From an optimization exercise on the open Yosys and OpenROAD flow, aimed at small area; shortcuts taken in it are not production practice.
Where RTL was checked, it was by simulation tests only, not by an equivalence proof against the original.
The RTL of run 2 was laid out without a check of its function.
Power is estimated from default activity; no workload was simulated.

## flow/config.mk

```make
export PLATFORM = sky130hd
export DESIGN_NAME = adc_capture_top
export DESIGN_NICKNAME = adc_capture_top
export VERILOG_FILES = /design/flow/design.v
export SDC_FILE = /design/flow/constraint.sdc
export NUM_CORES = 4
export LEC_CHECK = 0
export CAP_MARGIN = 20
export CORE_MARGIN = 2
export CORE_UTILIZATION = 40
export SLEW_MARGIN = 20
```

## flow/constraint.sdc

```tcl
create_clock -name core_clock -period 5.0 [get_ports {adc_clkinp}]
set_input_delay 1.0000 -clock core_clock [delete_from_list [all_inputs] [get_ports {adc_clkinp}]]
set_output_delay 1.0000 -clock core_clock [all_outputs]
set_load 0.01 [all_outputs]
```

## flow/design.v

```verilog
package adc_capture_pkg;
	localparam int NUM_CH = 8;
	localparam int SAMPLE_W = 12;
	localparam int LANE_W = 16;  
	localparam int WORD_W = 128;
	localparam int ADDR_MAX_W = 15;  
endpackage
module adc_capture_top (
	input  logic           adc_clkinp,
	input  logic           reset,
	input  logic [95:0]    frame,        
	input  logic           frame_valid,
	input  logic [5:0]     cfg,          
	input  logic [15:0]    rec_length,
	input  logic           trig,
	input  logic           state_reset,
	output logic           trig_ack,
	output logic           mem_wr_wren,
	output logic [14:0]    mem_wr_addr,
	output logic [127:0]   mem_wr_data,
	output logic           irq
);
	logic samp_sum, packed_mode;
	logic [3:0] divisor;
	assign samp_sum = cfg[5];
	assign packed_mode = cfg[4];
	assign divisor = cfg[3:0];
	logic capturing;
	assign capturing = trig_ack;
	logic [3:0] grp_cnt;
	logic grp_last;
	assign grp_last = (grp_cnt == divisor);
	always_ff @(posedge adc_clkinp)
	begin
		if (reset || !capturing)
			grp_cnt <= '0;
		else if (frame_valid)
			grp_cnt <= grp_last ? 4'd0 : grp_cnt + 4'd1;
	end
	logic a1, f1, dv1, a2, f2, pv2, pv3;
	always_ff @(posedge adc_clkinp)
	begin
		a1 <= capturing && frame_valid;
		f1 <= !samp_sum || (grp_cnt == 4'd0);
		dv1 <= capturing && !reset && frame_valid && grp_last;
		a2 <= a1;
		f2 <= f1;
		pv2 <= capturing && !reset && dv1;
		pv3 <= pv2;
	end
	logic [95:0] r1;
	logic [47:0] r2_hi;                
	logic [47:0] acc_lo, acc_lo_d;     
	logic [79:0] acc_hi;               
	logic [7:0] cl;                    
	logic [47:0] lo_sum;
	logic [7:0] lo_cout;
	logic [79:0] hi_sum;
	for (genvar i = 0; i < 8; i++)
	begin : g_lane
		logic [6:0] c;
		logic [10:0] ch;
		logic [5:0] la;
		logic [9:0] ha;
		assign la = f1 ? 6'd0 : acc_lo[6*i +: 6];
		assign ha = f2 ? 10'd0 : acc_hi[10*i +: 10];
		assign c[0] = 1'b0;
		for (genvar j = 0; j < 6; j++)
		begin : g_lo
			logic x, y;
			assign x = la[j];
			assign y = r1[12*i + j];
			assign lo_sum[6*i + j] = x ^ y ^ c[j];
			assign c[j+1] = (x & y) | (c[j] & (x ^ y));
		end
		assign lo_cout[i] = c[6];
		assign ch[0] = cl[i];
		for (genvar j = 0; j < 10; j++)
		begin : g_hi
			logic x, y;
			assign x = ha[j];
			assign y = (j < 6) ? r2_hi[6*i + j] : 1'b0;
			assign hi_sum[10*i + j] = x ^ y ^ ch[j];
			assign ch[j+1] = (x & y) | (ch[j] & (x ^ y));
		end
	end
	always_ff @(posedge adc_clkinp)
	begin
		r1 <= frame;
		for (int i = 0; i < 8; i++)
			r2_hi[6*i +: 6] <= r1[12*i + 6 +: 6];
		cl <= lo_cout;
		acc_lo_d <= acc_lo;
		if (a1)
			acc_lo <= lo_sum;
		if (a2)
			acc_hi <= hi_sum;
	end
	logic [127:0] dec;
	logic [95:0] pk_dec;
	always_comb
		for (int i = 0; i < 8; i++)
		begin
			dec[16*i +: 16] = {acc_hi[10*i +: 10], acc_lo_d[6*i +: 6]};
			pk_dec[12*i +: 12] = dec[16*i +: 12];
		end
	logic [95:0] pk_prev;
	always_ff @(posedge adc_clkinp)
	begin
		if (pv3)
			pk_prev <= pk_dec;
	end
	logic [1:0] ph;
	logic wv;
	always_ff @(posedge adc_clkinp)
	begin
		if (reset || !capturing)
			ph <= 2'd0;
		else if (pv2 && packed_mode)
			ph <= ph + 2'd1;
	end
	assign wv = pv2 && (!packed_mode || ph != 2'd0);
	logic [15:0] wcnt, nacc;
	logic rec_end, wr_acc;
	assign nacc = wcnt + {15'd0, mem_wr_wren};
	assign rec_end = nacc[15] || (nacc == rec_length);
	assign wr_acc = capturing && wv && !rec_end;
	always_ff @(posedge adc_clkinp)
	begin
		if (reset || state_reset)
		begin
			trig_ack <= 1'b0;
			irq <= 1'b0;
			wcnt <= 16'd0;
			mem_wr_wren <= 1'b0;
		end
		else
		begin
			mem_wr_wren <= wr_acc;
			wcnt <= nacc;
			if (!trig_ack && !irq && trig)
				trig_ack <= 1'b1;
			else if (trig_ack && rec_end)
			begin
				trig_ack <= 1'b0;
				irq <= 1'b1;
			end
		end
	end
	assign mem_wr_addr = wcnt[14:0];
	always_comb
	begin
		if (!packed_mode)
			mem_wr_data = dec;
		else
			case (ph)
				2'd2: mem_wr_data = {pk_dec[31:0], pk_prev[95:0]};
				2'd3: mem_wr_data = {pk_dec[63:0], pk_prev[95:32]};
				default: mem_wr_data = {pk_dec[95:0], pk_prev[95:64]};
			endcase
	end
endmodule
```

## flow/run.sh

```bash
#!/bin/bash
# synth_recipe.tcl (not shown) runs the flow's synth.tcl, then flattens the netlist and writes it again
# the make line also repeats each setting of config.mk as NAME=value (left out here)
make -C /OpenROAD-flow-scripts/flow DESIGN_CONFIG=/design/flow/config.mk WORK_HOME=/design/flow/orfs CLKGATE_MAP_FILE= SYNTH_SCRIPT=/design/flow/synth_recipe.tcl finish
```

==> results of run 1 <==
[sequential cells by signal, indices dropped and copies added, names as in the netlist]
name / flops
a1: 1
a2: 1
acc_hi: 80
acc_lo: 48
acc_lo_d: 48
cl: 8
dv1: 1
f1: 1
f2: 1
grp_cnt: 4
irq: 1
mem_wr_wren: 1
ph: 2
pk_prev: 96
pv2: 1
pv3: 1
r1: 96
r2_hi: 48
trig_ack: 1
wcnt: 16
[area by class of cell]
| cell class | count | area [µm²] | area share (%) |
|---|---|---|---|
| Sequential cell | 456 | 11400 | 47.8 |
| Inverter | 73 | 274 | 1.15 |
| Clock inverter | 30 | 337 | 1.41 |
| Multi-Input combinational cell | 920 | 6850 | 28.8 |
| Timing Repair Buffer | 287 | 2850 | 12.0 |
| Antenna cell | 2 | 5.00 | 0.0210 |
| Tap cell | 607 | 759 | 3.19 |
| Clock buffer | 62 | 1350 | 5.66 |
[worst max path at each step]
stage,from,endpoint,slack (ns)
after floorplan,f2$_DFF_P_,acc_hi[19]$_DFFE_PP_,1.07
after global placement,f2$_DFF_P_,acc_hi[29]$_DFFE_PP_,0.86
after detailed placement,f2$_DFF_P_,acc_hi[19]$_DFFE_PP_,0.81
after CTS,ph[0]$_SDFFE_PP0P_,mem_wr_data[96],0.46
after global routing,ph[1]$_SDFFE_PP0P_,mem_wr_data[106],0.27
final,ph[1]$_SDFFE_PP0P_,mem_wr_data[96],0.38
[power by group]
part | internal [W] | switching [W] | total (W)
sequential | 0.00401 | 0.0000876 | 0.00410
clock | 0.00223 | 0.00153 | 0.00376
combinational | 0.000245 | 0.000218 | 0.000463
total | 0.00649 | 0.00183 | 0.00832
[per-layer routing]
metal | track usage [%] | part of all wire [%] | vias up
li1 | - | - | 5886
met1 | 32.4 | 42 | 6353
met4 | 9.48 | 3.7 | 0
met5 | 0 | 0 | -
met3 | 5.22 | 11 | 103
met2 | 33.5 | 44 | 715
[worst max-delay path: stages, from the launching register on]
cell and delay [ns]:
dfxtp_1 0.44, ha_4 0.51, buf_4 0.63, a22oi_1 0.21, a31oi_1 0.54, clkdlybuf4s50_1 0.65
[cell families (layout without fill, tap and decap cells)]
family,Yosys count,in the layout,synth area share [%]
flip-flops,456,456,60.1
other,0,2,0
AO/OA/AOI/OAI,273,273,9.98
XOR/XNOR,42,42,1.94
adder cells (fa/ha/maj),127,127,11.9
buffers and inverters,179,452,3.94
AND/OR/NAND/NOR,478,478,12.2
[per-stage QoR]
stage	hold WS, ns	utilization, %	instances
after global placement	0.310	47.4	2343
after CTS	0.307	51.0	2435
after floorplan	0.310	-	1555
final	0.322	51.0	2437
after global routing	0.325	51.0	2437
after detailed placement	0.313	47.4	2343
[placed cells by master, fill, tap and decap left out, types with 3 or more instances in the layout]
master	instances
a21oi_1	4
a22oi_1	128
a31oi_1	128
and2_1	3
and4_2	3
buf_4	17
bufinv_16	6
clkbuf_1	7
clkbuf_16	50
clkbuf_8	5
clkdlybuf4s50_1	267
clkinv_1	8
clkinv_2	11
dfxtp_1	228
edfxtp_1	224
fa_1	88
ha_1	37
inv_1	73
nand2_1	141
nand2b_1	30
nand3_1	18
nand4_1	5
nor2_1	156
nor2b_1	104
nor3_1	3
xnor2_1	30
xor2_1	12
==> summary.txt, run 1 <==
Peak VDD IR: 0.239 mV
Worst Hold Class: flop to flop
CORE AREA: 0.0467 mm²
Tcrit/Tclk final: 92.3%
Synthesis Warnings: 1
Distinct cells, synth: 45
Post-Syn Nets: 1805
Flop2flop setup slack: 0.79 ns
Number of buffers added for setup after CTS: 0
Relative slew slack: 29.3%
Final TNS setup: 0 ns
Power density cells: 350 mW/mm²
F_max: 217 MHz
Setup WS post-layout: 0.385 ns
Syn avg cell area: 12.2 µm²
Number of global-route vias before repair: 12882
Max FO, Critical Path: 59
Drt wl/cell: 22.9 µm
Required time worst endpoint: 4.00 ns
DR vias: 13057
Dpl cell area: 0.0221 mm²
CP arrival: 3.62 ns
Final routed DRC violation total: 0
Resized Gates After CTS: 0
Worst setup SP type: flop
DR iter-0 viols: 1652
Area of the mapped netlist: 0.0189 mm²
Die height: 222 µm
Die W: 222 µm
Asr flop ratio synth: 0%
Row cnt: 79
CTS buffer count: 50
DR vias/cell: 5.36
Crit path capture type: output pin
RSZ-0062 raised after global routing: false
Yosys top cell area share: 35.5%
Min-delay src: r1[57]$_DFF_P_
CTS clk-pin slew, worst paths: 0.06 ns
Port bufs: 268
Largest area contributor in the netlist: edfxtp_1
1st-pass router iterations: 17
Setup CP Type: flop to output pin
Largest net degree at the start of global routing: 147
Hold Buf Count CTS: 0
Die area: 0.0491 mm²
Syn-to-layout area delta: 25.7%
Worst R2R Path Depth: 11
Top cells by instance count after synthesis: dfxtp_1 (232), edfxtp_1 (224), nor2_1 (157)
Clock buffer depth: 3
Initial antenna violation count: 2
H-tree levels: 2
Status: complete, no violations
GR Overflow Total: 0
DP Worst Slack: 0.812 ns
Sequential cell area fraction in the yosys report: 60.1%
Gp weighted congestion: 0.882
# setup viols final: 0
Post-synth EDFFs: 224
Critical R2R Launch: f2$_DFF_P_
Fraction of layout cells with a size suffix above 1: 6.46%
Clock skew: 0.0230 ns
Overall power: 0.00832 W
Worst R2R End: acc_hi[79]$_DFFE_PP_
IO Pins: 269
Clk latency of the worst-skew pair: 0.61 ns
Hold path depth: 0
Final hold violation count: 0
Root Buffer: clkbuf_16
Most numerous cell in the Yosys netlist: dfxtp_1
Maxcap violations: 0
Prevailing post-synth register cell: dfxtp_1
Clock sink count: 456
Nets: 2038
Initial Util: 40.6%
CTS tree: done
Flops & latches, synth: 456
Layout fillers: 4117
Final HPWL DP: 40.7 mm
WHS Endpoint: r2_hi[27]$_DFF_P_
Most area-consuming cells after synthesis: edfxtp_1 (36%), dfxtp_1 (25%), fa_1 (9.3%), a22oi_1 (5.1%), a31oi_1 (4.2%)
Syn Inst Count: 1555
Detailed Route WL: 55.8 mm
Clock period minus worst slack: 4.62 ns
Fin area: 0.0238 mm²
First-pass GRT wire length: 83.2 mm
Pins Over Slew Limit: 0
Cell leakage power: 9.00 nW
GRT Total Usage: 22.8%
Least-Margin Pin Slew: 1.06 ns
Post-route ant nets: 0
==> inputs of run 2 (changes only) <==
--- a/flow/design.v
+++ b/flow/design.v
@@ -56,6 +56,8 @@
 	logic [47:0] lo_sum;
 	logic [7:0] lo_cout;
 	logic [79:0] hi_sum;
+	logic [127:0] dec;
+	logic [95:0] pk_dec;
 	for (genvar i = 0; i < 8; i++)
 	begin : g_lane
 		logic [6:0] c;
@@ -93,11 +95,19 @@
 		acc_lo_d <= acc_lo;
 		if (a1)
 			acc_lo <= lo_sum;
-		if (a2)
-			acc_hi <= hi_sum;
+		for (int i = 0; i < 8; i++)
+		begin
+			if (a2)
+				acc_hi[10*i +: 6] <= hi_sum[10*i +: 6];
+			if (packed_mode)
+			begin
+				if (pv3)
+					acc_hi[10*i + 6 +: 4] <= pk_hv[4*i +: 4];
+			end
+			else if (a2)
+				acc_hi[10*i + 6 +: 4] <= hi_sum[10*i + 6 +: 4];
+		end
 	end
-	logic [127:0] dec;
-	logic [95:0] pk_dec;
 	always_comb
 		for (int i = 0; i < 8; i++)
 		begin
@@ -105,10 +115,29 @@
 			pk_dec[12*i +: 12] = dec[16*i +: 12];
 		end
 	logic [95:0] pk_prev;
+	logic [63:0] pk_rest, pk_rest_d;
+	logic [31:0] pk_hv;    
+	for (genvar i = 0; i < 6; i++)
+	begin : g_pk
+		assign pk_hv[4*i +: 4] = pk_dec[16*i + 12 +: 4];
+		assign pk_prev[16*i + 12 +: 4] = acc_hi[10*i + 6 +: 4];
+		for (genvar b = 0; b < 12; b++)
+		begin : g_b
+			if (i < 2 && b < 4)
+				assign pk_prev[16*i + b] = acc_hi[10*(6 + i) + 6 + b];
+			else
+			begin : g_r
+				assign pk_prev[16*i + b] = pk_rest[12*i + b - (i == 0 ? 4 : 8)];
+				assign pk_rest_d[12*i + b - (i == 0 ? 4 : 8)] = pk_dec[16*i + b];
+			end
+		end
+	end
+	assign pk_hv[24 +: 4] = pk_dec[0 +: 4];
+	assign pk_hv[28 +: 4] = pk_dec[16 +: 4];
 	always_ff @(posedge adc_clkinp)
 	begin
 		if (pv3)
-			pk_prev <= pk_dec;
+			pk_rest <= pk_rest_d;
 	end
 	logic [1:0] ph;
 	logic wv;
--- a/flow/config.mk
+++ b/flow/config.mk
@@ -8,4 +8,5 @@
 export CAP_MARGIN = 20
 export CORE_MARGIN = 2
 export CORE_UTILIZATION = 40
+export CTS_BUF_LIST = sky130_fd_sc_hd__clkbuf_4
 export SLEW_MARGIN = 20
==> run 2 against run 1 <==
Global-route usage is 0.75 points higher. Critical path depth did not move. Flip-flop and latch count shrank 32. Critical endpoint is now mem_wr_data[26]. Sequential share of layout area fell by 2.7 points. Clock power shrank about 20%. Core utilization down 0.098 points.
==> summary.txt, run 2 <==
Status: complete, no violations
Crit path capture type: output pin
Nets: 2113
Hold Buf Count CTS: 0
Reg with most FFs: r1
Worst Hold Class: flop to flop
CTS clk-pin slew, worst paths: 0.06 ns
Final HPWL DP: 40.5 mm
Most area-consuming cells after synthesis: edfxtp_1 (31%), dfxtp_1 (25%), fa_1 (9.6%), a22oi_1 (4.2%), a31oi_1 (3.5%)
Cell leakage power: 9.09 nW
Initial antenna violation count: 3
Root Buffer: clkbuf_4
Least-Margin Pin Slew: 1.12 ns
Die area: 0.0478 mm²
Clock buffer depth: 3
Dpl cell area: 0.0217 mm²
Flop2flop setup slack: 0.87 ns
Post-Syn Nets: 1815
Clock skew: 0.0652 ns
DR vias: 13248
Distinct cells, synth: 46
GRT Total Usage: 23.5%
Drt wl/cell: 21.8 µm
Post-synth EDFFs: 192
Syn-to-layout area delta: 25.5%
Flops & latches, synth: 424
Port bufs: 268
Max FO, Critical Path: 57
Clk latency of the worst-skew pair: 0.88 ns
Max reg flops: 96
Combinational Power Share: 6.8%
Resized Gates After CTS: 0
Area of the mapped netlist: 0.0184 mm²
RSZ-0062 raised after global routing: false
Detailed Route WL: 55.8 mm
F_max: 215 MHz
Clock period minus worst slack: 4.64 ns
Clock network fraction of total power: 41.2%
Asr flop ratio synth: 0%
Yosys top cell area share: 31.3%
Post-route ant nets: 0
Die W: 219 µm
Maxcap violations: 0
Commonest non-fill, non-tap cell in the layout: clkdlybuf4s50_1
Largest net degree at the start of global routing: 88
Layout fillers: 4078
Clock sink count: 424
P_int: 0.00551 W
Net Sw Power: 0.00181 W
Fraction of layout cells with a size suffix above 1: 12.2%
IO Pins: 269
Power density cells: 317 mW/mm²
Gp weighted congestion: 0.880
GR Overflow Total: 0
Final TNS setup: 0 ns
H-tree levels: 3
Top cells by instance count after synthesis: dfxtp_1 (232), edfxtp_1 (192), nand2_1 (132)
CORE AREA: 0.0454 mm²
Most numerous cell in the Yosys netlist: dfxtp_1
Row cnt: 78
First-pass GRT wire length: 82.4 mm
CP arrival: 3.64 ns
Sequential cell area fraction in the yosys report: 56.5%
Initial Util: 40.6%
Final routed DRC violation total: 0
Peak VDD IR: 0.191 mV
Final hold violation count: 0
CTS buffer count: 111
Setup CP Type: flop to output pin
# setup viols final: 0
Syn Inst Count: 1565
Tcrit/Tclk final: 92.9%
Net Sw Frac: 24.8%
Sequential fraction of design power: 52.0%
Highest-count cells in the layout ignoring fill and taps: clkdlybuf4s50_1 (267), dfxtp_1 (228), edfxtp_1 (192)
Fin area: 0.0231 mm²
Die height: 219 µm
Placed cells: 2350
DR vias/cell: 5.17
Number of global-route vias before repair: 13232
Pins Over Slew Limit: 0
Largest area contributor in the netlist: edfxtp_1
DR iter-0 viols: 1307
Synthesis Warnings: 1
Syn avg cell area: 11.8 µm²
Regs by FF count: r1: 96 flops, acc_hi: 80 flops, pk_rest: 64 flops
Relative slew slack: 25.5%
Worst setup SP type: flop
Prevailing post-synth register cell: dfxtp_1
CTS tree: done
Non-filler cells, final: 2563
Required time worst endpoint: 4.00 ns
Number of buffers added for setup after CTS: 0
1st-pass router iterations: 7
run 2: final timing paths:
path | from | to | cells past startpoint
max | ph[1]$_SDFFE_PP0P_ | mem_wr_data[26] | 5
min | r1[80]$_DFF_P_ | r2_hi[38]$_DFF_P_ | 0
max reg2reg | f2$_DFF_P_ | acc_hi[58]$_DFFE_PP_ | 13
min reg2reg | r1[80]$_DFF_P_ | r2_hi[38]$_DFF_P_ | 0
run 2: kinds of logic after synthesis:
| group | Yosys count | share of synthesized area [%] |
|---|---|---|
| adders and majority gates | 127 | 12.2 |
| AOI/OAI and AO/OA | 271 | 10.5 |
| and+or+nand+nor | 436 | 11.6 |
| buffers and inverters | 227 | 4.96 |
| muxes | 28 | 1.72 |
| xor gates and xnor gates | 52 | 2.47 |
| DFF | 424 | 56.5 |
run 2: layout make-up:
class                           instances  area (µm²)  share of cell area (%)
Tap cell                              600         751                    3.25
Inverter                              120         450                    1.95
Sequential cell                       424       10400                    45.1
Antenna cell                            5        12.5                  0.0541
Timing Repair Buffer                  292        2920                    12.6
Multi-Input combinational cell        914        7120                    30.8
Clock buffer                          157        1180                    5.10
Clock inverter                         51         265                    1.15
run 2: critical path: stages, from the launching register on:
cell and delay, ns:
dfxtp_1 0.44, ha_4 0.36, buf_4 0.58, a22oi_1 0.18, a31oi_1 0.55, clkdlybuf4s50_1 0.66
run 2: metrics by stage:
step | power, W | hold WS [ns] | setup WS [ns] | utilization (%)
finish | 0.00732 | 0.322 | 0.356 | 50.9
global route | 0.00765 | 0.330 | 0.214 | 50.9
CTS | 0.00742 | 0.324 | 0.382 | 50.9
detailed placement | 0.00438 | 0.312 | 0.855 | 47.7
global placement | 0.00437 | 0.313 | 0.961 | 47.7
floorplan | 0.00405 | 0.310 | 0.755 | -
run 2: per-layer routing:
metal / wire length [µm] / track usage, % / vias to the layer above
met5: 0 / 0 / -
met4: 1960 / 9.71 / 0
met3: 4870 / 6.43 / 118
met2: 26100 / 36.4 / 663
met1: 22900 / 31.1 / 6430
li1: - / - / 6037
run 2: power by group through the flow:
stage | logic [W] | registers [W] | clock network [W]
CTS | 0.000501 | 0.00381 | 0.00311
finish | 0.000498 | 0.00381 | 0.00301
floorplan | 0.000203 | 0.00384 | 0
global route | 0.000536 | 0.00381 | 0.00330
global placement | 0.000489 | 0.00388 | 0
detailed placement | 0.000498 | 0.00388 | 0
==> inputs of run 3 (changes only) <==
--- a/flow/design.v
+++ b/flow/design.v
@@ -37,14 +37,12 @@
 		else if (frame_valid)
 			grp_cnt <= grp_last ? 4'd0 : grp_cnt + 4'd1;
 	end
-	logic a1, f1, dv1, a2, f2, pv2, pv3;
+	logic z1, dv1, z2, pv2, pv3;
 	always_ff @(posedge adc_clkinp)
 	begin
-		a1 <= capturing && frame_valid;
-		f1 <= !samp_sum || (grp_cnt == 4'd0);
+		z1 <= capturing && frame_valid && (!samp_sum || (grp_cnt == 4'd0));
 		dv1 <= capturing && !reset && frame_valid && grp_last;
-		a2 <= a1;
-		f2 <= f1;
+		z2 <= z1;
 		pv2 <= capturing && !reset && dv1;
 		pv3 <= pv2;
 	end
@@ -64,8 +62,8 @@
 		logic [10:0] ch;
 		logic [5:0] la;
 		logic [9:0] ha;
-		assign la = f1 ? 6'd0 : acc_lo[6*i +: 6];
-		assign ha = f2 ? 10'd0 : acc_hi[10*i +: 10];
+		assign la = z1 ? 6'd0 : acc_lo[6*i +: 6];
+		assign ha = z2 ? 10'd0 : acc_hi[10*i +: 10];
 		assign c[0] = 1'b0;
 		for (genvar j = 0; j < 6; j++)
 		begin : g_lo
@@ -88,23 +86,21 @@
 	end
 	always_ff @(posedge adc_clkinp)
 	begin
-		r1 <= frame;
+		r1 <= (capturing && frame_valid) ? frame : 96'd0;  
 		for (int i = 0; i < 8; i++)
 			r2_hi[6*i +: 6] <= r1[12*i + 6 +: 6];
 		cl <= lo_cout;
 		acc_lo_d <= acc_lo;
-		if (a1)
-			acc_lo <= lo_sum;
+		acc_lo <= lo_sum;
 		for (int i = 0; i < 8; i++)
 		begin
-			if (a2)
-				acc_hi[10*i +: 6] <= hi_sum[10*i +: 6];
+			acc_hi[10*i +: 6] <= hi_sum[10*i +: 6];
 			if (packed_mode)
 			begin
 				if (pv3)
 					acc_hi[10*i + 6 +: 4] <= pk_hv[4*i +: 4];
 			end
-			else if (a2)
+			else
 				acc_hi[10*i + 6 +: 4] <= hi_sum[10*i + 6 +: 4];
 		end
 	end
--- a/flow/config.mk
+++ b/flow/config.mk
@@ -8,5 +8,7 @@
 export CAP_MARGIN = 20
 export CORE_MARGIN = 2
 export CORE_UTILIZATION = 40
-export CTS_BUF_LIST = sky130_fd_sc_hd__clkbuf_4
+export CTS_BUF_LIST = sky130_fd_sc_hd__clkbuf_8
+export CTS_CLUSTER_DIAMETER = 60
+export CTS_CLUSTER_SIZE = 16
 export SLEW_MARGIN = 20
==> run 3 against run 2 <==
Non-clock buffer count decreased by 5. Synthesized cell count rose by 6.4%. Still clean. Critical endpoint is now mem_wr_data[89]. Die area shrank 2.0%. Final area decreased by 5.0%.
==> summary.txt, run 3 <==
Syn-to-layout area delta: 21.7%
Max reg flops: 96
Post-route ant nets: 0
Overall power: 0.00988 W
Most numerous cell in the Yosys netlist: dfxtp_1
Final hold violation count: 0
Number of global-route vias before repair: 12850
Tcrit/Tclk final: 92.1%
Least-Margin Pin Slew: 0.959 ns
Row cnt: 77
DR vias: 13011
CTS clk-pin slew, worst paths: 0.10 ns
Syn Inst Count: 1665
Regs by FF count: r1: 96 flops, acc_hi: 80 flops, pk_rest: 64 flops
CP arrival: 3.61 ns
Sequential cell area fraction in the yosys report: 52.2%
Reg with most FFs: r1
Flops & latches, synth: 422
Distinct cells, synth: 42
Worst Hold Class: flop to flop
H-tree levels: 2
Area of the mapped netlist: 0.0180 mm²
Max FO, Critical Path: 57
Die W: 216 µm
Drt wl/cell: 21.8 µm
Register area: 0.00941 mm²
Clock skew: 0.0281 ns
Final HPWL DP: 40.6 mm
CTS buffer count: 38
Relative slew slack: 36.1%
# setup viols final: 0
GR Overflow Total: 0
Final routed DRC violation total: 0
Number of buffers added for setup after CTS: 0
Resized Gates After CTS: 0
Clk latency of the worst-skew pair: 0.60 ns
Flop2flop setup slack: 0.73 ns
Crit path capture type: output pin
Worst setup SP type: flop
Detailed Route WL: 54.0 mm
Hold path depth: 0
Peak VDD IR: 0.192 mV
Setup CP Type: flop to output pin
First-pass GRT wire length: 80.7 mm
Required time worst endpoint: 4.00 ns
Die height: 216 µm
Syn avg cell area: 10.8 µm²
Placed cells: 2417
Power density cells: 450 mW/mm²
Root Buffer: clkbuf_8
Setup WS post-layout: 0.393 ns
Gp weighted congestion: 0.894
Worst R2R Path Depth: 13
RSZ-0062 raised after global routing: false
Min-delay src: r1[57]$_SDFF_PN0_
Status: complete, no violations
Clock sink count: 422
GRT Total Usage: 23.0%
Fraction of layout cells with a size suffix above 1: 6.35%
Layout fillers: 3988
Most area-consuming cells after synthesis: dfxtp_1 (36%), edfxtp_1 (16%), fa_1 (9.8%), a22oi_1 (4.3%), a31oi_1 (3.6%)
Initial antenna violation count: 0
Post-Syn Nets: 1915
Largest net degree at the start of global routing: 121
Hold Buf Count CTS: 0
Die area: 0.0468 mm²
IO Pins: 269
Top cells by instance count after synthesis: dfxtp_1 (326), nand2_1 (129), nor2_1 (129)
DP Worst Slack: 0.748 ns
Final TNS setup: 0 ns
CTS tree: done
Largest area contributor in the netlist: dfxtp_1
Ant diodes: 0
Initial Util: 40.6%
Cell leakage power: 9.04 nW
Asr flop ratio synth: 0%
Maxcap violations: 0
1st-pass router iterations: 5
Final design utilization: 49.4%
Commonest non-fill, non-tap cell in the layout: dfxtp_1
Prevailing post-synth register cell: dfxtp_1
Port bufs: 268
Non-filler cells, final: 2483
Critical R2R Launch: z2$_DFF_P_
Clock period minus worst slack: 4.61 ns
Highest-count cells in the layout ignoring fill and taps: dfxtp_1 (323), clkdlybuf4s50_1 (266), nand2_1 (129)
Post-synth EDFFs: 96
Pins Over Slew Limit: 0
F_max: 217 MHz
Nets: 2115
Yosys top cell area share: 36.2%
Clock buffer depth: 3
Footprint of the multi-input gates: 0.00768 mm²
Worst R2R End: acc_hi[58]$_DFFE_PP_
CORE AREA: 0.0444 mm²
DR vias/cell: 5.24
Synthesis Warnings: 1
WHS Endpoint: r2_hi[27]$_DFF_P_
DR iter-0 viols: 1297
-- run 3: cell types whose count changed after synthesis, sizes merged, moves of 8 or more --
cell,previous run,this run
xnor2,41,22
clkbuf,75,103
buf,32,24
edfxtp,192,96
dfxtp,232,326
and3,1,96
-- run 3: final cells by class --
type,count,share of cell area (%)
timing repair buffer,287,13.0
tap,592,3.37
clock inverter,26,1.21
inverter,118,2.02
multi-input combinational,998,35.0
clock buffer,40,2.51
sequential,422,42.9
-- run 3: stage by stage --
step	hold WS, ns	instance area (µm²)
floorplan	0.310	18000
global placement	0.312	21100
detailed placement	0.312	21100
CTS	0.327	22000
global route	0.328	22000
finish	0.332	22000
-- run 3: logic make-up after synthesis --
family | synth area share [%]
DFF | 52.2
buffers and inverters | 5.46
muxes | 1.55
adders and majority gates | 12.5
and+or+nand+nor | 15.0
AOI/OAI and AO/OA | 10.7
xor gates and xnor gates | 2.66
-- run 3: worst max-delay path by stage --
stage / from / end / slack (ns)
6_report: ph[1]$_SDFFE_PP0P_ / mem_wr_data[89] / 0.39
5_1_grt: ph[0]$_SDFFE_PP0P_ / mem_wr_data[27] / 0.27
4_1_cts: ph[0]$_SDFFE_PP0P_ / mem_wr_data[59] / 0.46
3_5_place_dp: z2$_DFF_P_ / acc_hi[58]$_DFFE_PP_ / 0.75
3_3_place_gp: z2$_DFF_P_ / acc_hi[58]$_DFFE_PP_ / 0.83
2_1_floorplan: z2$_DFF_P_ / acc_hi[38]$_DFFE_PP_ / 0.78
-- run 3: critical path, stage by stage, from the launching register on --
cell             delay, ns
dfxtp_1               0.45
ha_4                  0.49
buf_4                 0.57
a22oi_1               0.30
a31oi_1               0.51
clkdlybuf4s50_1       0.64
-- run 3: power breakdown --
part | internal (W) | switching [W]
Clock | 0.000991 | 0.00122
Sequential | 0.00423 | 0.000990
Combinational | 0.00127 | 0.00117
-- run 3: layer usage --
metal,share of wire (%),track usage [%],routed length [µm]
met3,8.7,4.20,4680
met4,3.4,8.11,1830
met1,42,31.5,22800
met2,46,36.7,24800
met5,0,0,0
==> inputs of run 4 (changes only) <==
--- a/flow/config.mk
+++ b/flow/config.mk
@@ -8,7 +8,4 @@
 export CAP_MARGIN = 20
 export CORE_MARGIN = 2
 export CORE_UTILIZATION = 40
-export CTS_BUF_LIST = sky130_fd_sc_hd__clkbuf_8
-export CTS_CLUSTER_DIAMETER = 60
-export CTS_CLUSTER_SIZE = 16
 export SLEW_MARGIN = 20
==> run 4 against run 3 <==
Flip-flop and latch count did not move. Sequential share of layout area fell by 1.4 points. Via count rose by 1.4%. Wire length rose by 0.88%. Largest cell class unchanged. Synthesized cell count did not move. Register-to-register slack barely moved. Core utilization rose by 1.6 points. Final area rose by 3.3%. Power rose by 12%.
==> summary.txt, run 4 <==
Status: complete, no violations
CTS tree: done
CTS buffer count: 45
Distinct cells, synth: 42
H-tree levels: 2
Clock period minus worst slack: 4.54 ns
Number of buffers added for setup after CTS: 0
Clock buffer depth: 3
Clk latency of the worst-skew pair: 0.56 ns
CORE AREA: 0.0444 mm²
Row cnt: 77
First-pass GRT wire length: 81.4 mm
Setup CP Type: flop to output pin
Max FO, Critical Path: 50
Crit path capture type: output pin
Power density cells: 488 mW/mm²
Peak VDD IR: 0.257 mV
Post-synth EDFFs: 96
Final routed DRC violation total: 0
F_max: 220 MHz
Syn Inst Count: 1665
Die W: 216 µm
CP arrival: 3.54 ns
Asr flop ratio synth: 0%
Synthesis Warnings: 1
Gp weighted congestion: 0.894
Syn-to-layout area delta: 25.7%
Flops & latches, synth: 422
Least-Margin Pin Slew: 0.953 ns
Highest-count cells in the layout ignoring fill and taps: dfxtp_1 (323), clkdlybuf4s50_1 (266), nand2_1 (129)
Port bufs: 268
Area of the mapped netlist: 0.0180 mm²
DR iter-0 viols: 1307
IO Pins: 269
RSZ-0062 raised after global routing: false
Root Buffer: clkbuf_16
GR Overflow Total: 0
Top cells by instance count after synthesis: dfxtp_1 (326), nand2_1 (129), nor2_1 (129)
Relative slew slack: 36.4%
Die height: 216 µm
Sequential cell area fraction in the yosys report: 52.2%
Clock sink count: 422
Worst Hold Class: flop to flop
Final hold violation count: 0
Detailed Route WL: 54.5 mm
Required time worst endpoint: 4.00 ns
Worst setup SP type: flop
Die area: 0.0468 mm²
Most numerous cell in the Yosys netlist: dfxtp_1
Most area-consuming cells after synthesis: dfxtp_1 (36%), edfxtp_1 (16%), fa_1 (9.8%), a22oi_1 (4.3%), a31oi_1 (3.6%)
# setup viols final: 0
Largest area contributor in the netlist: dfxtp_1
Tcrit/Tclk final: 90.8%
CTS clk-pin slew, worst paths: 0.06 ns
Resized Gates After CTS: 0
Pins Over Slew Limit: 0
Commonest non-fill, non-tap cell in the layout: dfxtp_1
1st-pass router iterations: 6
Yosys top cell area share: 36.2%
Final TNS setup: 0 ns
Initial antenna violation count: 0
Final HPWL DP: 40.6 mm
DR vias: 13197
Largest net degree at the start of global routing: 121
Clock skew: 0.0126 ns
Initial Util: 40.6%
Prevailing post-synth register cell: dfxtp_1
Post-route ant nets: 0
Number of global-route vias before repair: 12977
Reg with most FFs: r1
Regs by FF count: r1: 96 flops, acc_hi: 80 flops, pk_rest: 64 flops
Maxcap violations: 0
Syn avg cell area: 10.8 µm²
Hold_ws: 0.324 ns
Fraction of layout cells with a size suffix above 1: 7.19%
Hold Buf Count CTS: 0
Cell leakage power: 9.34 nW
Max reg flops: 96
Ant diodes: 0
GRT Total Usage: 23.2%
DR vias/cell: 5.29
Nets: 2122
Drt wl/cell: 21.8 µm
Post-Syn Nets: 1915
-- run 4: cell counts after synthesis --
Identical to the previous run, type by type.
-- run 4: worst max-delay path, cell delays in order, from the launching register on --
cell and delay, ns:
dfxtp_1 0.38, inv_1 0.14, ha_4 0.30, nor2_4 0.51
buf_12 0.33, buf_4 0.27, nand2_1 0.07, a31oi_1 0.34
clkdlybuf4s50_1 0.61
-- run 4: power breakdown --
part           total, W  internal (W)  leakage [nW]  switching, W
combinational   0.00244       0.00127          5.00       0.00117
clock           0.00340       0.00203         0.756       0.00137
sequential      0.00523       0.00424          3.58      0.000993
-- run 4: routing by layer --
layer  vias to the layer above  routed length [µm]  track usage (%)
met5                         -                   0                0
met4                         0                1760             7.58
met3                        99                4680             4.34
met2                       611               25200             37.4
met1                      6416               22900             31.7
li1                       6071                   -                -
-- run 4: cells by family (layout without fill, tap and decap cells) --
logic type | count (synthesis) | after routing | share of synthesized area, %
flops | 422 | 422 | 52.2
mux | 25 | 25 | 1.55
xor+xnor | 45 | 45 | 2.66
fa+ha+maj | 127 | 127 | 12.5
compound gates | 275 | 275 | 10.7
buf+inv | 245 | 485 | 5.46
simple gates | 526 | 526 | 15.0
-- run 4: through the flow --
stage	instances	util, %	cell area, µm²	setup slack (ns)	power, W
2_1_floorplan	1665	-	18000	0.776	0.00601
6_report	2497	51.1	22700	0.461	0.0111
5_1_grt	2497	51.1	22700	0.338	0.0116
3_5_place_dp	2417	47.6	21100	0.748	0.00770
4_1_cts	2497	51.1	22700	0.522	0.0111
3_3_place_gp	2417	47.6	21100	0.830	0.00764
-- run 4: area by class of cell --
| cell class | count | area (µm²) |
|---|---|---|
| clock buffer | 66 | 1420 |
| clock inverter | 14 | 120 |
| fill | 3893 | 21700 |
| inverter | 118 | 443 |
| multi-input combinational | 998 | 7680 |
| sequential | 422 | 9410 |
| tap | 592 | 741 |
| timing repair buffer | 287 | 2860 |
-- run 4: worst paths after layout --
check | slack [ns] | depth (start not counted) | end | startpoint
setup / recovery | 0.46 | 8 | mem_wr_data[33] | ph[0]$_SDFFE_PP0P_
hold / removal | 0.32 | 0 | r2_hi[22]$_DFF_P_ | r1[46]$_SDFF_PN0_
setup reg to reg | 0.72 | 13 | acc_hi[58]$_DFFE_PP_ | z2$_DFF_P_
hold reg to reg | 0.32 | 0 | r2_hi[22]$_DFF_P_ | r1[46]$_SDFF_PN0_
==> inputs of run 5 (changes only) <==
==> flow/flow/run.sh (new file) <==
#!/bin/bash
# Own layout flow: the standard ORFS flow (standard.sh, standard synthesis
# unchanged), with smaller port buffers (buf_1 instead of the buffer that
# buffer_ports picks by itself). Each make run's full output goes to a log here.
set -euo pipefail
bash standard.sh "BUFFER_PORTS_ARGS=-buffer_cell sky130_fd_sc_hd__buf_1" finish > flow_make.log 2>&1
==> flow/standard.sh (new file) <==
#!/bin/bash
# synth_recipe.tcl (not shown) runs the flow's synth.tcl, then flattens the netlist and writes it again
# the make line also repeats each setting of config.mk as NAME=value (left out here)
make -C /OpenROAD-flow-scripts/flow DESIGN_CONFIG=/design/flow/config.mk WORK_HOME=/design/flow/orfs CLKGATE_MAP_FILE= SYNTH_SCRIPT=/design/flow/synth_recipe.tcl "${@:-finish}"
removed: flow/run.sh
==> run 5 against run 4 <==
Synthesized cell count unchanged. Non-clock buffer count down 3. Register-to-register slack better by 0.11 ns. Global-route usage down 0.57 points. Area after synthesis unchanged. Clock power down 3%. Die area unchanged. Still clean on timing, DRC and antenna. Hold slack better by 0.00065 ns. Count of clock-buffer cells in the layout up 3. Core utilization down 3.9 points.
==> summary.txt, run 5 <==
Die W: 216 µm
Worst Hold Class: flop to flop
Row cnt: 77
Power density cells: 501 mW/mm²
Initial antenna violation count: 2
Fin area: 0.0209 mm²
Post-Syn Nets: 1915
Clock skew: 0.0162 ns
Worst setup SP type: flop
Resized Gates After CTS: 0
Dpl cell area: 0.0195 mm²
First-pass GRT wire length: 78.9 mm
Syn-to-layout area delta: 16.1%
Most numerous cell in the Yosys netlist: dfxtp_1
Commonest non-fill, non-tap cell in the layout: dfxtp_1
Ant diodes: 0
Largest net degree at the start of global routing: 145
Post-synth EDFFs: 96
Clock sink count: 422
CTS clk-pin slew, worst paths: 0.06 ns
Min-delay src: r1[35]$_SDFF_PN0_
IO Pins: 269
Regs by FF count: r1: 96 flops, acc_hi: 80 flops, pk_rest: 64 flops
Die area: 0.0468 mm²
Sequential cell area fraction in the yosys report: 52.2%
Drt wl/cell: 21.7 µm
Area of the mapped netlist: 0.0180 mm²
DR iter-0 viols: 1646
Layout fillers: 4126
Flop2flop setup slack: 0.83 ns
Clock buffer depth: 3
Max FO, Critical Path: 68
Number of global-route vias before repair: 12537
Maxcap violations: 0
WHS Endpoint: r2_hi[17]$_DFF_P_
Prevailing post-synth register cell: dfxtp_1
Required time worst endpoint: 4.00 ns
Status: complete, no violations
Asr flop ratio synth: 0%
H-tree levels: 2
CP arrival: 3.41 ns
Fraction of layout cells with a size suffix above 1: 6.83%
RSZ-0062 raised after global routing: false
Crit path capture type: output pin
Most area-consuming cells after synthesis: dfxtp_1 (36%), edfxtp_1 (16%), fa_1 (9.8%), a22oi_1 (4.3%), a31oi_1 (3.6%)
GRT Total Usage: 22.7%
Final TNS setup: 0 ns
Distinct cells, synth: 42
Worst R2R End: acc_hi[78]$_DFFE_PP_
Top cells by instance count after synthesis: dfxtp_1 (326), nand2_1 (129), nor2_1 (129)
Die height: 216 µm
Busiest layer in global routing: met2
Port bufs: 268
Yosys top cell area share: 36.2%
Hold Buf Count CTS: 0
Max reg flops: 96
DR vias: 13088
Initial Util: 40.6%
Cell leakage power: 8.60 nW
Relative slew slack: 41.0%
Clk latency of the worst-skew pair: 0.56 ns
CTS tree: done
Flops & latches, synth: 422
Reg with most FFs: r1
Final HPWL DP: 40.5 mm
Critical R2R Launch: z2$_DFF_P_
Clock period minus worst slack: 4.41 ns
Peak VDD IR: 0.251 mV
CORE AREA: 0.0444 mm²
Final hold violation count: 0
Post-route ant nets: 0
Syn Inst Count: 1665
Largest area contributor in the netlist: dfxtp_1
CTS buffer count: 44
Root Buffer: clkbuf_16
Pins Over Slew Limit: 0
Hold path depth: 0
Setup CP Type: flop to output pin
Worst R2R Path Depth: 13
Highest-count cells in the layout ignoring fill and taps: dfxtp_1 (323), buf_1 (266), nand2_1 (129)
Syn avg cell area: 10.8 µm²
Detailed Route WL: 54.1 mm
Final routed DRC violation total: 0
GR Overflow Total: 0
Met1 GRT Util: 31.5%
Met2 Track Usage GR: 36.1%
Nets: 2118
Gp weighted congestion: 0.880
Number of buffers added for setup after CTS: 0
Least-Margin Pin Slew: 0.885 ns
# setup viols final: 0
Tcrit/Tclk final: 88.2%
F_max: 227 MHz
Synthesis Warnings: 1
1st-pass router iterations: 6
Grt met3 use: 3.85%
DR vias/cell: 5.24
==> run 5: cell type report <==
class / count / area, µm² / share of cell area, %
multi-input cells: 998 / 7680 / 36.7
flip-flops and latches: 422 / 9410 / 44.9
well taps: 592 / 741 / 3.54
repair buffers: 284 / 1180 / 5.64
clock inverters: 13 / 109 / 0.520
inverters: 118 / 443 / 2.11
clock buffers: 69 / 1380 / 6.59
==> run 5: power breakdown <==
group | total [W] | switching [W] | leakage (nW) | internal (W)
clock | 0.00331 | 0.00134 | 0.735 | 0.00196
sequential | 0.00520 | 0.000960 | 3.58 | 0.00424
combinational | 0.00198 | 0.00117 | 4.29 | 0.000816
==> run 5: cells by family (layout without fill, tap and decap cells) <==
kind of cell	Yosys count	in the layout	synth area share [%]
DFF	422	422	52.2
adders and majority gates	127	127	12.5
buffers and inverters	245	484	5.46
xor gates and xnor gates	45	45	2.66
AOI/OAI and AO/OA	275	275	10.7
and+or+nand+nor	526	526	15.0
muxes	25	25	1.55
==> run 5: how the worst max path moves through the flow <==
stage	start	endpoint
after floorplan	z2$_DFF_P_	acc_hi[38]$_DFFE_PP_
after global placement	z2$_DFF_P_	acc_hi[28]$_DFFE_PP_
after detailed placement	z2$_DFF_P_	acc_hi[78]$_DFFE_PP_
after CTS	ph[1]$_SDFFE_PP0P_	mem_wr_data[90]
after global routing	ph[1]$_SDFFE_PP0P_	mem_wr_data[90]
final	ph[1]$_SDFFE_PP0P_	mem_wr_data[90]
==> run 5: per-stage QoR <==
stage                     util [%]  setup slack (ns)  cells  total power [W]  hold slack (ns)
after floorplan                  -             0.776   1665          0.00601            0.310
after global placement        43.8             0.885   2414          0.00717            0.312
after detailed placement      43.8             0.817   2414          0.00723            0.312
after CTS                     47.2             0.678   2496           0.0105            0.324
after global routing          47.2             0.494   2496           0.0110            0.328
final                         47.2             0.589   2496           0.0105            0.324
==> run 5: critical path: stages, from the launching register on <==
cell and delay (ns):
dfxtp_1 0.44, ha_4 0.71, buf_4 0.67, a22oi_1 0.34, a31oi_1 0.43, buf_1 0.20
==> run 5: per-layer routing <==
metal	up-vias	part of all wire, %	wire, µm
li1	6058	-	-
met1	6297	43	23000
met2	643	46	24800
met3	88	8.4	4560
met4	2	3.1	1660
met5	-	0.024	13
==> inputs of run 6 (changes only) <==
--- a/flow/design.v
+++ b/flow/design.v
@@ -71,7 +71,7 @@
 			assign x = la[j];
 			assign y = r1[12*i + j];
 			assign lo_sum[6*i + j] = x ^ y ^ c[j];
-			assign c[j+1] = (x & y) | (c[j] & (x ^ y));
+			assign c[j+1] = (x & y) | (x & c[j]) | (y & c[j]);
 		end
 		assign lo_cout[i] = c[6];
 		assign ch[0] = cl[i];
@@ -81,7 +81,7 @@
 			assign x = ha[j];
 			assign y = (j < 6) ? r2_hi[6*i + j] : 1'b0;
 			assign hi_sum[10*i + j] = x ^ y ^ ch[j];
-			assign ch[j+1] = (x & y) | (ch[j] & (x ^ y));
+			assign ch[j+1] = (x & y) | (x & ch[j]) | (y & ch[j]);
 		end
 	end
 	always_ff @(posedge adc_clkinp)
==> flow/flow/run.sh (replaced) <==
#!/bin/bash
# Own layout flow: the standard ORFS flow (standard.sh, standard synthesis
# unchanged) with two changes: port buffers are buf_1 (instead of the cell
# buffer_ports picks by itself), and clock tree synthesis uses clkbuf_8
# buffers over clusters of at most 14 flip-flops, without dummy loads.
# The full output of the make run goes to flow_make.log here; ORFS keeps each
# step's own log under orfs/logs.
set -euo pipefail
bash standard.sh \
  "BUFFER_PORTS_ARGS=-buffer_cell sky130_fd_sc_hd__buf_1" \
  "CTS_ARGS=-sink_clustering_enable -repair_clock_nets -dont_use_dummy_load -sink_clustering_size 14 -sink_clustering_max_diameter 60 -buf_list sky130_fd_sc_hd__clkbuf_8" \
  finish > flow_make.log 2>&1
==> run 6 against run 5 <==
Sequential share of layout area grew 2.2 points. Count of clock-buffer cells in the layout is 29 lower. Die area up 0.27%. Clock power down 45%. Global-route usage increased by 0.50 points. Final area fell by 4.6%. Synthesized cell count shrank 0.42%. Combinational power about the same. Core utilization fell by 2.2 points. Via count rose by 0.59%. Critical path depth rose by 6. Critical path type is now flop to flop. Largest power group unchanged.
==> summary.txt, run 6 <==
Fraction of layout cells with a size suffix above 1: 5.95%
Prevailing post-synth register cell: dfxtp_1
Compound-Gate Fraction of Synth Area: 11.0%
Hold Buf Count CTS: 0
Highest-count cells in the layout ignoring fill and taps: dfxtp_1 (323), buf_1 (266), nand2_1 (150)
Largest area contributor in the netlist: dfxtp_1
Clock buffer depth: 3
DR vias/cell: 5.40
Detailed Route WL: 54.8 mm
Relative slew slack: 35.6%
Port bufs: 268
Die height: 217 µm
Root Buffer: clkbuf_8
CP Launch Point: z2$_DFF_P_
CTS clk-pin slew, worst paths: 0.09 ns
Syn avg cell area: 10.9 µm²
Tcrit/Tclk final: 95.8%
CORE AREA: 0.0444 mm²
Synthesis Warnings: 1
Drt wl/cell: 22.5 µm
Non-filler cells, final: 2440
Commonest non-fill, non-tap cell in the layout: dfxtp_1
Initial antenna violation count: 3
CTS buffer count: 40
Initial Util: 40.7%
Maxcap violations: 0
CP peak stage delay: 0.71 ns
Cell leakage power: 8.02 nW
Synth Area in XOR/XNOR: 2.23%
Final routed DRC violation total: 0
Gp weighted congestion: 0.920
Crit path capture type: flop
Die W: 217 µm
Hold path depth: 0
Pins Over Slew Limit: 0
Setup CP Type: flop to flop
Largest net degree at the start of global routing: 137
Clock period minus worst slack: 4.79 ns
CTS tree: done
Syn-to-layout area delta: 10.5%
Resized Gates After CTS: 0
Max FO, Critical Path: 21
Power density cells: 452 mW/mm²
DP Worst Slack: 0.272 ns
CP arrival: 5.13 ns
Required time worst endpoint: 5.34 ns
Max reg flops: 96
Setup crit end: acc_hi[38]$_DFFE_PP_
Worst R2R End: acc_hi[38]$_DFFE_PP_
Syn Inst Count: 1658
DR iter-0 viols: 1465
Asr flop ratio synth: 0%
Peak VDD IR: 0.237 mV
Flop2flop setup slack: 0.21 ns
Largest family of logic cells by synthesized area: simple AND/OR/NAND/NOR gates
CP max-delay cell: dfxtp_2
Placed cells: 2400
Post-Syn Nets: 1908
GRT Total Usage: 23.2%
Die area: 0.0469 mm²
Nets: 2100
H-tree levels: 2
DR vias: 13165
1st-pass router iterations: 5
Area of the mapped netlist: 0.0181 mm²
Sequential cell area fraction in the yosys report: 52.0%
RSZ-0062 raised after global routing: false
Regs by FF count: r1: 96 flops, acc_hi: 80 flops, pk_rest: 64 flops
CP most frequent cell: fa_1
Number of global-route vias before repair: 12849
Setup WS post-layout: 0.212 ns
Ant diodes: 0
# setup viols final: 0
IO Pins: 269
Multiplexer share of the synthesized area: 1.67%
Clock skew: 0.0384 ns
Clk latency of the worst-skew pair: 0.61 ns
Reg with most FFs: r1
Status: complete, no violations
Number of buffers added for setup after CTS: 0
Layout fillers: 4230
Distinct cells, synth: 55
Adder-cell share of the synthesized area: 12.4%
F_max: 209 MHz
Final HPWL DP: 40.5 mm
Post-synth EDFFs: 96
First-pass GRT wire length: 81.4 mm
Critical path cell sequence: nor2b_1 > fa_1 > fa_1 > fa_1 > fa_1 > fa_1 > fa_1 > ha_1 > ha_1 > ha_1 > mux2_2
Worst R2R Path Depth: 11
Worst setup SP type: flop
Row cnt: 77
Most area-consuming cells after synthesis: dfxtp_1 (36%), edfxtp_1 (16%), fa_1 (9.7%), a22oi_1 (4.3%), nor2b_1 (4.3%)
Critical R2R Launch: z2$_DFF_P_
Final hold violation count: 0
Clock sink count: 422
Flops & latches, synth: 422
Worst Hold Class: flop to flop
Most numerous cell in the Yosys netlist: dfxtp_1
Least-Margin Pin Slew: 0.965 ns
Simple logic cell fraction of the synthesized area: 16.3%
Final TNS setup: 0 ns
Top cells by instance count after synthesis: dfxtp_1 (326), nand2_1 (150), nor2_1 (128)
Yosys top cell area share: 36.1%
Post-route ant nets: 0
GR Overflow Total: 0
-- run 6: report_power, final --
group / leakage [nW] / switching [W] / internal [W]
clock network: 0.288 / 0.00112 / 0.000716
logic: 4.15 / 0.00117 / 0.000816
registers: 3.59 / 0.000949 / 0.00425
-- run 6: routing by layer --
metal  routed length, µm  global-route usage [%]
met3                4420                    5.46
met4                2110                    8.72
met2               24400                    36.0
met1               23900                    31.5
met5                  13                       0
-- run 6: worst min-delay path by stage --
| stage | end | startpoint | slack, ns |
|---|---|---|---|
| after floorplan | r2_hi[0]$_DFF_P_ | r1[6]$_SDFF_PN0_ | 0.31 |
| after global placement | r2_hi[43]$_DFF_P_ | r1[91]$_SDFF_PN0_ | 0.31 |
| after detailed placement | r2_hi[27]$_DFF_P_ | r1[57]$_SDFF_PN0_ | 0.31 |
| after CTS | r2_hi[5]$_DFF_P_ | r1[11]$_SDFF_PN0_ | 0.31 |
| after global routing | r2_hi[5]$_DFF_P_ | r1[11]$_SDFF_PN0_ | 0.31 |
| final | r2_hi[5]$_DFF_P_ | r1[11]$_SDFF_PN0_ | 0.31 |
-- run 6: layout make-up --
type                            count  area (µm²)  share of cell area (%)
Inverter                           40         150                   0.751
Clock buffer                       40         551                    2.75
Timing Repair Buffer              287        1200                    6.02
Sequential cell                   422        9410                    47.1
Tap cell                          592         741                    3.71
Multi-Input combinational cell   1059        7930                    39.7
-- run 6: kinds of logic (layout without fill, tap and decap cells) --
kind of cell,after synthesis,count (layout)
AOI/OAI and AO/OA,289,289
and+or+nand+nor,575,575
muxes,27,27
xor gates and xnor gates,41,41
DFF,422,422
buffers and inverters,177,367
adders and majority gates,127,127
-- run 6: worst max-delay path: cells and delay by family (launching register included) --
kind | cells | cell delay (ns)
adder cells (fa/ha/maj) | 9 | 3.41
flip-flops | 1 | 0.71
multiplexers | 1 | 0.26
AND/OR/NAND/NOR | 1 | 0.12
-- run 6: through the flow --
stage | total power [W] | hold WS, ns | utilization [%] | area (µm²)
6_report | 0.00902 | 0.308 | 45.0 | 20000
5_1_grt | 0.00952 | 0.308 | 45.0 | 20000
4_1_cts | 0.00906 | 0.310 | 45.0 | 20000
3_5_place_dp | 0.00723 | 0.312 | 43.8 | 19400
3_3_place_gp | 0.00717 | 0.313 | 43.8 | 19400
2_1_floorplan | 0.00602 | 0.310 | - | 18100
==> inputs of run 7 (changes only) <==
--- a/flow/config.mk
+++ b/flow/config.mk
@@ -5,7 +5,7 @@
 export SDC_FILE = /design/flow/constraint.sdc
 export NUM_CORES = 4
 export LEC_CHECK = 0
-export CAP_MARGIN = 20
+export CAP_MARGIN = 0
 export CORE_MARGIN = 2
 export CORE_UTILIZATION = 40
-export SLEW_MARGIN = 20
+export SLEW_MARGIN = 0
==> run 7 against run 6 <==
Hold slack did not move. Cell count is the same. Clock power is essentially flat. Flip-flop and latch count is the same. Non-clock buffer count unchanged. Die area unchanged. Power unchanged. Area after synthesis did not move. Worst setup slack stayed put.
==> summary.txt, run 7 <==
Resized Gates After CTS: 0
Post-Syn Nets: 1908
Reg with most FFs: r1
Required time worst endpoint: 5.34 ns
CP arrival: 5.13 ns
Number of global-route vias before repair: 12849
Syn-to-layout area delta: 10.5%
Hold Buf Count CTS: 0
Gp weighted congestion: 0.920
CTS clk-pin slew, worst paths: 0.09 ns
CTS buffer count: 40
Largest area contributor in the netlist: dfxtp_1
Worst setup SP type: flop
Peak VDD IR: 0.237 mV
Die W: 217 µm
Regs by FF count: r1: 96 flops, acc_hi: 80 flops, pk_rest: 64 flops
CTS tree: done
RSZ-0062 raised after global routing: false
Initial Util: 40.7%
Clock sink count: 422
DR vias: 13165
CORE AREA: 0.0444 mm²
F_max: 209 MHz
Most area-consuming cells after synthesis: dfxtp_1 (36%), edfxtp_1 (16%), fa_1 (9.7%), a22oi_1 (4.3%), nor2b_1 (4.3%)
Flops & latches, synth: 422
Maxcap violations: 0
Post-route ant nets: 0
First-pass GRT wire length: 81.4 mm
DR iter-0 viols: 1465
Setup CP Type: flop to flop
Distinct cells, synth: 55
Largest net degree at the start of global routing: 137
Footprint of the multi-input gates: 0.00793 mm²
Power density cells: 452 mW/mm²
Least-Margin Pin Slew: 0.965 ns
Prevailing post-synth register cell: dfxtp_1
Max FO, Critical Path: 21
Final design utilization: 45.0%
Register area: 0.00941 mm²
Final HPWL DP: 40.5 mm
Syn avg cell area: 10.9 µm²
Final TNS setup: 0 ns
Number of buffers added for setup after CTS: 0
Commonest non-fill, non-tap cell in the layout: dfxtp_1
H-tree levels: 2
GRT Total Usage: 23.2%
Status: complete, no violations
Cell leakage power: 8.02 nW
Ant diodes: 0
DR vias/cell: 5.40
Clock period minus worst slack: 4.79 ns
Die height: 217 µm
Pins Over Slew Limit: 0
P_int: 0.00578 W
Yosys top cell area share: 36.1%
Tcrit/Tclk final: 95.8%
Post-synth EDFFs: 96
Crit path capture type: flop
Top cells by instance count after synthesis: dfxtp_1 (326), nand2_1 (150), nor2_1 (128)
Net Sw Frac: 35.9%
Clock network fraction of total power: 20.3%
Sequential fraction of design power: 57.6%
Net Sw Power: 0.00324 W
Layout fillers: 4230
Clock skew: 0.0384 ns
Clk latency of the worst-skew pair: 0.61 ns
Port bufs: 268
Combinational Power Share: 22.0%
Max reg flops: 96
Fraction of layout cells with a size suffix above 1: 5.95%
Hold_ws: 0.308 ns
IO Pins: 269
Final hold violation count: 0
Nets: 2100
Highest-count cells in the layout ignoring fill and taps: dfxtp_1 (323), buf_1 (266), nand2_1 (150)
Worst Hold Class: flop to flop
Relative slew slack: 35.6%
Die area: 0.0469 mm²
Syn Inst Count: 1658
Clock buffer depth: 3
Final routed DRC violation total: 0
1st-pass router iterations: 5
Most numerous cell in the Yosys netlist: dfxtp_1
Drt wl/cell: 22.5 µm
Row cnt: 77
Root Buffer: clkbuf_8
Asr flop ratio synth: 0%
Sequential cell area fraction in the yosys report: 52.0%
Initial antenna violation count: 3
# setup viols final: 0
Detailed Route WL: 54.8 mm
Synthesis Warnings: 1
GR Overflow Total: 0
Area of the mapped netlist: 0.0181 mm²
[run 7: cell counts in the layout (fill, tap and decap cells not counted)]
No cell type changed its count.
[run 7: stage by stage]
step	power [W]	cell area [µm²]	instances	worst slack, ns
2_1_floorplan	0.00602	18100	1658	0.314
3_3_place_gp	0.00717	19400	2400	0.339
3_5_place_dp	0.00723	19400	2400	0.272
4_1_cts	0.00906	20000	2440	0.203
5_1_grt	0.00952	20000	2440	0.0520
6_report	0.00902	20000	2440	0.212
[run 7: final cells by class]
| type | instances | share of cell area [%] |
|---|---|---|
| well taps | 592 | 3.71 |
| repair buffers | 287 | 6.02 |
| clock buffers | 40 | 2.75 |
| multi-input cells | 1059 | 39.7 |
| flip-flops and latches | 422 | 47.1 |
| inverters | 40 | 0.751 |
[run 7: logic make-up (layout without fill, tap and decap cells)]
family	count (synthesis)	count (layout)	synth area share (%)
flip-flops	422	422	52.0
buffers and inverters	177	367	4.34
XOR/XNOR	41	41	2.23
AO/OA/AOI/OAI	289	289	11.0
adder cells (fa/ha/maj)	127	127	12.4
AND/OR/NAND/NOR	575	575	16.3
multiplexers	27	27	1.67
[run 7: layer usage]
metal	vias to the layer above	global-route usage, %	wire length, µm
li1	6042	-	-
met1	6423	31.5	23900
met2	593	36.0	24400
met3	105	5.46	4420
met4	2	8.72	2110
met5	-	0	13
[run 7: final timing paths]
check	slack [ns]	end	depth (start not counted)	start
setup / recovery	0.21	acc_hi[38]$_DFFE_PP_	11	z2$_DFF_P_
hold / removal	0.31	r2_hi[5]$_DFF_P_	0	r1[11]$_SDFF_PN0_
setup reg to reg	0.21	acc_hi[38]$_DFFE_PP_	11	z2$_DFF_P_
hold reg to reg	0.31	r2_hi[5]$_DFF_P_	0	r1[11]$_SDFF_PN0_
[run 7: power groups by stage]
stage          clock network (W)  registers [W]  logic (W)
3_3_place_gp                   0        0.00524    0.00193
3_5_place_dp                   0        0.00525    0.00198
4_1_cts                  0.00190        0.00518    0.00199
5_1_grt                  0.00203        0.00526    0.00224
6_report                 0.00183        0.00520    0.00199
2_1_floorplan                  0        0.00470    0.00132
[run 7: worst max-delay path, stage by stage, from the launching register on]
cell and delay [ns]:
dfxtp_2 0.71, nor2b_1 0.12, fa_1 0.41, fa_1 0.42, fa_1 0.43, fa_1 0.45
fa_1 0.44, fa_1 0.53, ha_1 0.25, ha_1 0.20, ha_1 0.28, mux2_2 0.26
==> inputs of run 8 (changes only) <==
--- a/flow/config.mk
+++ b/flow/config.mk
@@ -5,7 +5,7 @@
 export SDC_FILE = /design/flow/constraint.sdc
 export NUM_CORES = 4
 export LEC_CHECK = 0
-export CAP_MARGIN = 0
+export CAP_MARGIN = 20
 export CORE_MARGIN = 2
-export CORE_UTILIZATION = 40
-export SLEW_MARGIN = 0
+export CORE_UTILIZATION = 65
+export SLEW_MARGIN = 20
==> run 8 against run 7 <==
Count of clock-buffer cells in the layout decreased by 2. Final area shrank 1.6%. Die area down 38%. First-iteration DRC count rose by 1.1%. Clock power is 5% lower. Power down 1.8%. Global-route usage increased by 9.8 points. Cell count down 9.0%. Non-clock buffer count decreased by 4. Flip-flop and latch count is the same. Area after synthesis stayed put. Synthesized cell count unchanged.
==> summary.txt, run 8 <==
Largest area contributor in the netlist: dfxtp_1
Worst setup SP type: flop
CTS clk-pin slew, worst paths: 0.09 ns
CP peak stage delay: 0.47 ns
Drt wl/cell: 21.6 µm
CP Launch Point: z2$_DFF_P_
Post-synth EDFFs: 96
Initial Util: 65.5%
Prevailing post-synth register cell: dfxtp_1
Die W: 171 µm
Largest family of logic cells by synthesized area: simple AND/OR/NAND/NOR gates
Max FO, Critical Path: 42
Most numerous cell in the Yosys netlist: dfxtp_1
Syn-to-layout area delta: 8.75%
CP max-delay cell: fa_1
CTS tree: done
Pins Over Slew Limit: 0
Post-Syn Nets: 1908
Number of buffers added for setup after CTS: 0
GRT Total Usage: 32.9%
Clock skew: 0.0615 ns
Initial antenna violation count: 0
Adder-cell share of the synthesized area: 12.4%
Final hold violation count: 0
Multiplexer share of the synthesized area: 1.67%
Synthesis Warnings: 1
Critical R2R Launch: z2$_DFF_P_
First-pass GRT wire length: 71.6 mm
Peak VDD IR: 0.319 mV
Regs by FF count: r1: 96 flops, acc_hi: 80 flops, pk_rest: 64 flops
IO Pins: 269
CORE AREA: 0.0276 mm²
Clock buffer depth: 3
Required time worst endpoint: 5.29 ns
Worst Hold Class: flop to flop
Least-Margin Pin Slew: 0.937 ns
Final design utilization: 71.2%
Cell leakage power: 7.99 nW
Crit path capture type: flop
Sequential cell area fraction in the yosys report: 52.0%
Simple logic cell fraction of the synthesized area: 16.3%
Final TNS setup: 0 ns
Maxcap violations: 0
Hold_ws: 0.328 ns
Overall power: 0.00886 W
H-tree levels: 2
Final HPWL DP: 35.0 mm
Row cnt: 61
Yosys top cell area share: 36.1%
Setup CP Type: flop to flop
Clock sink count: 422
Hold Buf Count CTS: 0
Nets: 2094
F_max: 219 MHz
Synth Area in XOR/XNOR: 2.23%
DR vias/cell: 5.85
Power density cells: 450 mW/mm²
Max reg flops: 96
Die height: 171 µm
Distinct cells, synth: 55
Number of global-route vias before repair: 12233
Asr flop ratio synth: 0%
Compound-Gate Fraction of Synth Area: 11.0%
Clock period minus worst slack: 4.56 ns
Post-route ant nets: 0
Root Buffer: clkbuf_8
Highest-count cells in the layout ignoring fill and taps: dfxtp_1 (323), buf_1 (266), nand2_1 (150)
GR Overflow Total: 0
Syn Inst Count: 1658
Flop2flop setup slack: 0.44 ns
CP arrival: 4.85 ns
CTS buffer count: 38
1st-pass router iterations: 6
Critical path cell sequence: buf_12 > nor2b_1 > fa_1 > fa_1 > fa_1 > fa_1 > fa_1 > fa_1 > ha_1 > ha_1 > ha_1 > mux2_2
Flops & latches, synth: 422
# setup viols final: 0
Clk latency of the worst-skew pair: 0.58 ns
Area of the mapped netlist: 0.0181 mm²
Fraction of layout cells with a size suffix above 1: 5.65%
Most area-consuming cells after synthesis: dfxtp_1 (36%), edfxtp_1 (16%), fa_1 (9.7%), a22oi_1 (4.3%), nor2b_1 (4.3%)
Gp weighted congestion: 0.921
Resized Gates After CTS: 0
Top cells by instance count after synthesis: dfxtp_1 (326), nand2_1 (150), nor2_1 (128)
Worst R2R Path Depth: 12
Detailed Route WL: 48.1 mm
Status: complete, no violations
Layout fillers: 2100
Tcrit/Tclk final: 91.2%
CP most frequent cell: fa_1
Final routed DRC violation total: 0
DR iter-0 viols: 1481
Port bufs: 268
Syn avg cell area: 10.9 µm²
Reg with most FFs: r1
Worst R2R End: acc_hi[8]$_DFFE_PP_
Commonest non-fill, non-tap cell in the layout: dfxtp_1
DR vias: 12979
Ant diodes: 0
RSZ-0062 raised after global routing: false
Relative slew slack: 37.5%
Die area: 0.0292 mm²
Setup crit end: acc_hi[8]$_DFFE_PP_
Largest net degree at the start of global routing: 105
## run 8: metrics by stage
step,std cells,setup WS (ns),instance area (µm²)
after floorplan,1658,0.314,18100
after global placement,2182,0.522,19100
after detailed placement,2182,0.480,19100
after CTS,2220,0.419,19700
after global routing,2220,0.296,19700
final,2220,0.439,19700
## run 8: metal layers
metal  vias to the layer above  part of all wire (%)  routed length [µm]  GRT usage (%)
li1                       6029                     -                   -              -
met1                      6192                    42               20400           47.2
met4                         0                   4.2                2030           13.8
met3                       105                   8.4                4060           4.63
met2                       653                    45               21600           50.8
met5                         -                     0                   0              0
## run 8: final cells by class
| class | count | area [µm²] | share of cell area [%] |
|---|---|---|---|
| flip-flops and latches | 422 | 9410 | 47.9 |
| clock buffers | 38 | 523 | 2.66 |
| inverters | 40 | 150 | 0.763 |
| well taps | 378 | 473 | 2.40 |
| repair buffers | 283 | 1190 | 6.03 |
| multi-input cells | 1059 | 7930 | 40.3 |
## run 8: report_power, final
group          leakage [nW]  switching (W)  total (W)  internal (W)
Clock                 0.273        0.00106    0.00174      0.000682
Sequential             3.59       0.000930    0.00518       0.00425
Combinational          4.13        0.00113    0.00194      0.000812
## run 8: worst min-delay path by stage
stage / start / cells after the start / to
final: r1[35]$_SDFF_PN0_ / 0 / r2_hi[17]$_DFF_P_
after global routing: r1[35]$_SDFF_PN0_ / 0 / r2_hi[17]$_DFF_P_
after CTS: r1[35]$_SDFF_PN0_ / 0 / r2_hi[17]$_DFF_P_
after detailed placement: r1[11]$_SDFF_PN0_ / 0 / r2_hi[5]$_DFF_P_
after global placement: r1[9]$_SDFF_PN0_ / 0 / r2_hi[3]$_DFF_P_
after floorplan: r1[6]$_SDFF_PN0_ / 0 / r2_hi[0]$_DFF_P_
## run 8: cell families after synthesis
| kind of cell | Yosys count |
|---|---|
| mux | 27 |
| simple gates | 575 |
| compound gates | 289 |
| flops | 422 |
| buf+inv | 177 |
| xor+xnor | 41 |
| fa+ha+maj | 127 |
## run 8: critical path: cells and delay by family (launching register included)
family / cells / cell delay, ns
flip-flops: 1 / 0.35
multiplexers: 1 / 0.26
AND/OR/NAND/NOR: 1 / 0.09
buffers and inverters: 1 / 0.21
adder cells (fa/ha/maj): 9 / 3.37

[afterwards: timing with drivers on the ports]
The flow's constraints put no driver on any port. The routed layouts listed below were extracted and timed again, unchanged, in two steps.
Step 1 sets driving cells, clkbuf_16 on the clock port and buf_2 on the other inputs (assumed; they add their load-dependent delay and slew).
Step 2 moves the port delays by t, midway between the first and last clock arrival at a register: inputs arrive t later, outputs are due t later. That takes back most of the time a late clock gives input paths.
Slacks: ideal / step 1 / step 2; pairs: ideal / step 1.
run	shift t [ns]	setup WS [ns]	hold slack, ns	latest minus earliest clock arrival (ns)	cell pins on the clock port's net
run 1	0.649	0.385 / 0.330 / 0.792	0.322 / 0.322 / 0.322	0.024 / 0.023	1
run 2	0.899	0.356 / 0.301 / 0.874	0.322 / 0.322 / 0.322	0.073 / 0.073	1
run 3	0.641	0.393 / 0.338 / 0.728	0.332 / 0.332 / 0.332	0.031 / 0.030	1
run 4	0.609	0.461 / 0.403 / 0.718	0.324 / 0.324 / 0.324	0.016 / 0.016	1
run 5	0.605	0.589 / 0.533 / 0.828	0.324 / 0.324 / 0.324	0.017 / 0.018	1
run 6	0.643	0.212 / 0.212 / 0.212	0.308 / 0.308 / 0.308	0.043 / 0.043	1
run 7	0.643	0.212 / 0.212 / 0.212	0.308 / 0.308 / 0.308	0.043 / 0.043	1
run 8	0.599	0.439 / 0.439 / 0.439	0.328 / 0.328 / 0.328	0.062 / 0.062	1
After both steps setup and hold are still met in every run listed.
